What follows belongs to an exercise in optimizing a design on an open flow for small area, a short achievable clock period and few clock cycles per item; a production flow would make more cautious choices. Function was checked by simulation only, so behaviour that the tests miss may differ from the original. Power and IR drop assume default switching activity.

==> run Y: inputs <==
// set_assoc_cache_lru_tags
module set_assoc_cache_lru_tags #(
  parameter int SETS         = 64,
  parameter int WAYS         = 4,
  parameter int OFFSET_BITS  = 4,
  parameter int ADDRESS_BITS = 24
) (
  input  logic      clk,
  input  logic      rst,
  input  logic      in_valid,
  output logic      in_ready,
  input  sacl_pkg::sacl_in_t  in_data,
  output logic      out_valid,
  input  logic      out_ready,
  output sacl_pkg::sacl_out_t out_data
);
==> flow/config.mk <==
export PLATFORM = sky130hd
export DESIGN_NAME = set_assoc_cache_lru_tags
export DESIGN_NICKNAME = set_assoc_cache_lru_tags
export VERILOG_FILES = /design/flow/design.v
export SDC_FILE = /design/flow/constraint.sdc
export NUM_CORES = 4
export LEC_CHECK = 0
export CAP_MARGIN = 40
export CORE_MARGIN = 2
export CORE_UTILIZATION = 45
export CTS_CLUSTER_DIAMETER = 100
export CTS_CLUSTER_SIZE = 20
export SETUP_SLACK_MARGIN = 2.9
export SLEW_MARGIN = 60
export TNS_END_PERCENT = 0
==> flow/constraint.sdc <==
create_clock -name core_clock -period 6.0 [get_ports {clk}]
set_input_delay 1.2000 -clock core_clock [delete_from_list [all_inputs] [get_ports {clk}]]
set_output_delay 1.2000 -clock core_clock [all_outputs]
set_load 0.01 [all_outputs]
run.sh (not shown) runs the stock make flow with config.mk's settings and CLKGATE_MAP_FILE= SYNTH_SCRIPT=/design/flow/synth_recipe.tcl, a recipe that flattens the netlist after the stock synthesis.
==> run R (differences from run Y) <==
==> flow/config.mk (replaced) <==
export PLATFORM = sky130hd
export DESIGN_NAME = set_assoc_cache_lru_tags
export DESIGN_NICKNAME = set_assoc_cache_lru_tags
export VERILOG_FILES = /design/flow/design.v
export SDC_FILE = /design/flow/constraint.sdc
export NUM_CORES = 4
export LEC_CHECK = 0
export CAP_MARGIN = 40
export CORE_MARGIN = 2
export CORE_UTILIZATION = 45
export CTS_CLUSTER_DIAMETER = 100
export CTS_CLUSTER_SIZE = 24
export SETUP_SLACK_MARGIN = 2.9
export SLEW_MARGIN = 60
export TNS_END_PERCENT = 5
==> run X (differences from run Y) <==
--- a/flow/design.v
+++ b/flow/design.v
@@ -684,21 +684,19 @@
   assign nx_set = skid_v ? sk_set : in_data.address[9:4];
   assign nx_tag = skid_v ? sk_tag : in_data.address[23:10];
   assign nx_wr  = skid_v ? sk_wr  : in_data.write_op;
   always_ff @(posedge clk) begin
     if (s1_free) begin
       s1_set <= nx_set;
       s1_tag <= nx_tag;
       s1_wr  <= nx_wr;
+      s1_row <= 64'd1 << nx_set;
     end
   end
-  always_ff @(posedge clk) begin
-    s1_row <= 64'd1 << (s1_free ? nx_set : s1_set);
-  end
   logic [55:0] rd_tags;
   logic [5:0]  rd_code;
   logic [3:0]  rd_dirty;
   logic [3:0]  fill_way;
   logic [5:0]  next_code;
   logic [3:0]  next_dirty;
   logic [5:0]  s2_set;
   logic [13:0] s2_tag;
@@ -757,21 +755,23 @@
   always_ff @(posedge clk) begin
     if (rst) begin
       wb_v <= 1'b0;
     end else begin
       wb_v <= adv2;
     end
   end
   always_ff @(posedge clk) begin
-    wb_set   <= s2_set;
-    wb_tag   <= s2_tag;
-    wb_fill  <= fill_way;
-    wb_code  <= next_code;
-    wb_dirty <= next_dirty;
+    if (adv2) begin
+      wb_set   <= s2_set;
+      wb_tag   <= s2_tag;
+      wb_fill  <= fill_way;
+      wb_code  <= next_code;
+      wb_dirty <= next_dirty;
+    end
   end
   logic [3:0] valid, hv, sel;
   logic       full, hit, vdirty;
   logic [1:0] victim, hit_way, way;
   logic [1:0] outcome;
   logic [5:0] nxt [4];
   logic [3:0] s2_match;
   always_comb begin
==> flow/config.mk (replaced) <==
export PLATFORM = sky130hd
export DESIGN_NAME = set_assoc_cache_lru_tags
export DESIGN_NICKNAME = set_assoc_cache_lru_tags
export VERILOG_FILES = /design/flow/design.v
export SDC_FILE = /design/flow/constraint.sdc
export NUM_CORES = 4
export LEC_CHECK = 0
export CAP_MARGIN = 40
export CORE_MARGIN = 2
export CORE_UTILIZATION = 40
export CTS_CLUSTER_DIAMETER = 100
export CTS_CLUSTER_SIZE = 20
export SETUP_SLACK_MARGIN = 2.9
export SLEW_MARGIN = 60
export TNS_END_PERCENT = 5
==> comparison table <==
Status: run Y timing/DRC/antenna clean; run R timing/DRC/antenna clean; run X timing/DRC/antenna clean
Number of cell instances on the worst register-to-register path: run Y 9; run R 8; run X 8
Cell Count Post-Placement: run Y 14304; run R 14268; run X 15344
Inverters: run Y 20; run R 20; run X 40
Register-to-Register Setup Slack: run Y 2.50 ns; run R 2.53 ns; run X 2.54 ns
Clock tree cell share of total cell area: run Y 3.832%; run R 2.994%; run X 3.810%
Combinational share of power: run Y 4.5%; run R 4.8%; run X 4.1%
Total length of routed met3 wires: run Y 135.3 mm; run R 132.1 mm; run X 122.3 mm
Crit path arrival time: run Y 4.21 ns; run R 4.22 ns; run X 4.10 ns
Final WL: run Y 736.7 mm; run R 739.4 mm; run X 724.5 mm
Clock insertion delay at the later pin of the skew report: run Y 0.99 ns; run R 1.00 ns; run X 1.01 ns
Cell internal power dissipation: run Y 0.04461 W; run R 0.04278 W; run X 0.04431 W
Met2 wire len: run Y 303.8 mm; run R 308.8 mm; run X 307.3 mm
Slowest cell on the critical path: run Y sky130_fd_sc_hd__or4_1; run R sky130_fd_sc_hd__or4_4; run X sky130_fd_sc_hd__edfxtp_1
Vias per std cell: run Y 7.517; run R 7.509; run X 7.097
Multi-input combinational area share: run Y 16.76%; run R 16.85%; run X 16.58%
Area share of the largest cell type after synthesis: run Y 77.62%; run R 77.62%; run X 79.26%
Core area: run Y 372200 sq um; run R 372200 sq um; run X 420200 sq um
Place WS: run Y 1.650 ns; run R 1.639 ns; run X 1.826 ns
Die outline height: run Y 615.6 microns; run R 615.6 microns; run X 653.6 microns
Highest fanout seen on the critical path: run Y 23; run R 39; run X 14
Register share of the cell area: run Y 70.46%; run R 70.51%; run X 70.78%
Hold Path End: run Y u_datapath.wb_set[5]; run R u_datapath.wb_set[1]; run X u_datapath.out_data[97]
Static leakage power: run Y 61.41 nW; run R 61.25 nW; run X 60.52 nW
Testbench counts of run Y, summed over its fixed seeds: cycles 12,024, items 12,000.
Testbench counts of run R, summed over its fixed seeds: cycles 12,024, items 12,000.
Testbench counts of run X, summed over its fixed seeds: cycles 12,024, items 12,000.

port drivers added, routing unchanged:
Ports are ideal in the flow. The routed layouts listed here were re-timed in OpenROAD.
Step 1 (the two cells are an assumption about what drives the block):
set clk [get_ports {clk}]
set_driving_cell -lib_cell sky130_fd_sc_hd__clkbuf_16 $clk
set_driving_cell -lib_cell sky130_fd_sc_hd__buf_2 [delete_from_list [all_inputs] $clk]
Step 2 also shifts input and output timing later by t, the mid clock arrival at the registers, as if the neighbouring blocks saw the same clock.
Three values: ideal, step 1, step 2; two values: the first two.
run | t, ns | setup slack, ns | worst setup path at the end | latest minus earliest clock arrival (ns) | worst slew at a driven data input, ns
run Y | 1.058 | 2.496 / 2.496 / 1.893 | input to register | 0.086 / 0.086 | 0.14
run R | 1.088 | 2.532 / 2.532 / 2.116 | input to register | 0.057 / 0.056 | 0.14
run X | 1.093 | 2.544 / 2.544 / 2.073 | input to register | 0.053 / 0.053 | 0.10
After both steps every run listed still meets setup and hold. For run Y, which loses most, drivers alone change the setup slack by 0.000 ns; drivers and shift together by -0.603 ns.
